What follows belongs to an exercise in optimizing a design on an open flow for a short achievable clock period and few clock cycles per item; a production flow would make more cautious choices. Only simulation tests tie the RTL to the original design; equivalence was not proved. Power and IR drop assume default switching activity.

==> flow/design.v (excerpt) <==
module pcie_app
#(
  parameter int NUM_REGS = 16
)
(
  input  logic                   pcie_core_clk_i,
  input  logic                   rst_n_i,
  input  logic                   s_axis_tx_tready_i,
  output logic [DATA_W-1:0]      s_axis_tx_tdata_o,
  output logic [KEEP_W-1:0]      s_axis_tx_tkeep_o,
  output logic                   s_axis_tx_tlast_o,
  output logic                   s_axis_tx_tvalid_o,
  input  logic [DATA_W-1:0]      m_axis_rx_tdata_i,
  input  logic                   m_axis_rx_tlast_i,
  input  logic                   m_axis_rx_tvalid_i,
  output logic                   m_axis_rx_tready_o,
  input  logic [7:0]             cfg_bus_number_i,
  input  logic [4:0]             cfg_device_number_i,
  input  logic [2:0]             cfg_function_number_i,
  output logic [31:0]            user_data_o,
  output logic [USER_ADDR_W-1:0] user_addr_o,
  output logic                   user_wr_req_o,
  input  logic [31:0]            user_data_i,
  input  logic                   user_rd_ack_i,
  output logic                   user_rd_req_o
);
Size in the first run: ~3300 cells after synthesis, ~1600 flip-flops, ~240 I/O pins, about 58000 um2 of cells after synthesis.
clock: 4.0 ns
lec_check: 0
abc_clock_period_in_ps: 1800
cap_margin: 20
core_margin: 2
core_utilization: 60
setup_slack_margin: 2.1
slew_margin: 20
tns_end_percent: 100
standard.sh (not shown) runs the stock make flow with config.mk's settings and CLKGATE_MAP_FILE= SYNTH_SCRIPT=/design/flow/synth_recipe.tcl, a recipe that flattens the netlist after the stock synthesis.
==> flow/flow/run.sh <==
#!/bin/bash
# Layout flow: the standard flow (standard.sh, all steps), with two changes:
#  - after detailed placement, each output port's buffer is moved to the core
#    edge next to its pin and the flip-flop that drives it next to the buffer
#    (pull_outputs.tcl, run by ORFS's POST_DETAIL_PLACE_TCL hook), then the
#    placement is legalized again;
#  - clock tree synthesis clusters sinks in smaller groups (CTS_ARGS), for a
#    shorter clock tree; the clock still reaches every register through
#    buffers, with the same tree for all of them.
# Synthesis, floorplan, power grid, routing and the rest are the standard ones.
set -o pipefail
here=$(pwd)
export POST_DETAIL_PLACE_TCL="$here/flow/pull_outputs.tcl"
export CTS_ARGS="-sink_clustering_enable -repair_clock_nets -sink_clustering_size 20 -sink_clustering_max_diameter 60 -clustering_exponent 2"
bash standard.sh finish > "$here/standard_flow.log" 2>&1
rc=$?
tail -n 40 "$here/standard_flow.log"
exit $rc
==> flow/flow/pull_outputs.tcl <==
# Move each output port's buffer and the flip-flop that drives it to the core
# edge next to the pin, legalize, then put the buffer right next to the
# flip-flop and legalize again. Runs after detailed placement.
set block [ord::get_db_block]
set moved 0
set pairs {}
set core [$block getCoreArea]
set cx0 [$core xMin]
set cy0 [$core yMin]
set cx1 [$core xMax]
set cy1 [$core yMax]
foreach bt [$block getBTerms] {
  if {[$bt getIoType] != "OUTPUT"} { continue }
  set net [$bt getNet]
  if {$net == "NULL"} { continue }
  set buf ""
  foreach it [$net getITerms] { if {[$it isOutputSignal]} { set buf [$it getInst] } }
  if {$buf == ""} { continue }
  set ff ""
  foreach it [$buf getITerms] {
    if {![$it isInputSignal]} { continue }
    set n2 [$it getNet]
    if {$n2 == "NULL"} { continue }
    foreach it2 [$n2 getITerms] { if {[$it2 isOutputSignal]} { set ff [$it2 getInst] } }
  }
  if {$ff == ""} { continue }
  if {![string match "*df*" [[$ff getMaster] getName]]} { continue }
  # only flip-flops whose output goes to this buffer alone
  set q ""
  foreach it [$ff getITerms] { if {[$it isOutputSignal]} { set q [$it getNet] } }
  if {$q == "" || [llength [$q getITerms]] != 2} { continue }
  # the buffer goes to the core's edge next to the pin, the flip-flop next to it
  set pb [$bt getBBox]
  set px [expr {([$pb xMin] + [$pb xMax]) / 2}]
  set py [expr {([$pb yMin] + [$pb yMax]) / 2}]
  set bx [expr {min(max($px, $cx0), $cx1 - [[$buf getMaster] getWidth])}]
  set by [expr {min(max($py, $cy0), $cy1 - [[$buf getMaster] getHeight])}]
  $buf setLocation $bx $by
  $ff setLocation $bx $by
  lappend pairs [list $ff $buf]
  incr moved
}
puts "pull_outputs: moved $moved output buffers to their pins and flip-flops next to them"
set_placement_padding -global \
  -left $::env(CELL_PAD_IN_SITES_DETAIL_PLACEMENT) \
  -right $::env(CELL_PAD_IN_SITES_DETAIL_PLACEMENT)
detailed_placement
# then each buffer goes right next to its flip-flop, where legalizing left it
foreach p $pairs {
  lassign $p ff buf
  set fl [$ff getLocation]
  set fw [[$ff getMaster] getWidth]
  set bw [[$buf getMaster] getWidth]
  if {[lindex $fl 0] + $fw + $bw <= $cx1} {
    $buf setLocation [expr {[lindex $fl 0] + $fw}] [lindex $fl 1]
  } else {
    $buf setLocation [expr {[lindex $fl 0] - $bw}] [lindex $fl 1]
  }
}
detailed_placement
optimize_mirroring
utl::info FLW 12 "Placement violations [check_placement -verbose]."
estimate_parasitics -placement
Testbench counts at the start, summed over its fixed seeds: cycles 6,436, requests 3,200.
Rerun with:
--- a/flow/flow/pull_outputs.tcl
+++ b/flow/flow/pull_outputs.tcl
@@ -1,8 +1,6 @@
-# Move each output port's buffer and the flip-flop that drives it to the core
-# edge next to the pin, legalize, then put the buffer right next to the
-# flip-flop and legalize again. Runs after detailed placement.
+# Move each flip-flop that drives an output port's buffer next to that buffer,
+# then legalize. Runs after detailed placement.
 set block [ord::get_db_block]
 set moved 0
-set pairs {}
 set core [$block getCoreArea]
 set cx0 [$core xMin]
@@ -38,5 +36,4 @@
   $buf setLocation $bx $by
   $ff setLocation $bx $by
-  lappend pairs [list $ff $buf]
   incr moved
 }
@@ -46,17 +43,4 @@
   -right $::env(CELL_PAD_IN_SITES_DETAIL_PLACEMENT)
 detailed_placement
-# then each buffer goes right next to its flip-flop, where legalizing left it
-foreach p $pairs {
-  lassign $p ff buf
-  set fl [$ff getLocation]
-  set fw [[$ff getMaster] getWidth]
-  set bw [[$buf getMaster] getWidth]
-  if {[lindex $fl 0] + $fw + $bw <= $cx1} {
-    $buf setLocation [expr {[lindex $fl 0] + $fw}] [lindex $fl 1]
-  } else {
-    $buf setLocation [expr {[lindex $fl 0] - $bw}] [lindex $fl 1]
-  }
-}
-detailed_placement
 optimize_mirroring
 utl::info FLW 12 "Placement violations [check_placement -verbose]."
- CORE_UTILIZATION: 60 -> 50
What happened: The new run went through all stages and came out clean; setup slack is worse by 57 ps; via count stays flat; power climbs by 3.6%; global-route usage falls by 5.0 points; final area goes up by about 1.8%; routed wire length came out higher by 2.2%; fmax fell by about 2.7%; hold slack gets worse by 390 ps; count of clock-buffer cells in the layout rose by 12; synthesized area does not change; final cell count came out higher by about 5%.

==> re-timing with driven ports <==
How much do the figures lean on ideal ports? The routed layouts below were timed once more, with nothing changed but the port constraints. Step 1 assumes that a clkbuf_16 drives the clock port and a buf_2 every other input. Step 2 moves the port delays by t, midway between the first and last clock arrival at a register: inputs arrive t later, outputs are due t later. That takes back most of the time a late clock gives input paths. a / b / c = ideal ports / drivers / drivers and shift; a / b = the first two.
run | t (ns) | slack for setup (ns) | worst setup path at the end
the first run | 0.795 | 1.978 / 1.905 / 1.343 | input to register
the second run | 0.830 | 1.921 / 1.843 / 1.355 | input to register
After both steps every run listed still meets setup and hold. For the first run, which loses most, drivers alone change the setup slack by -0.073 ns; drivers and shift together by -0.635 ns.
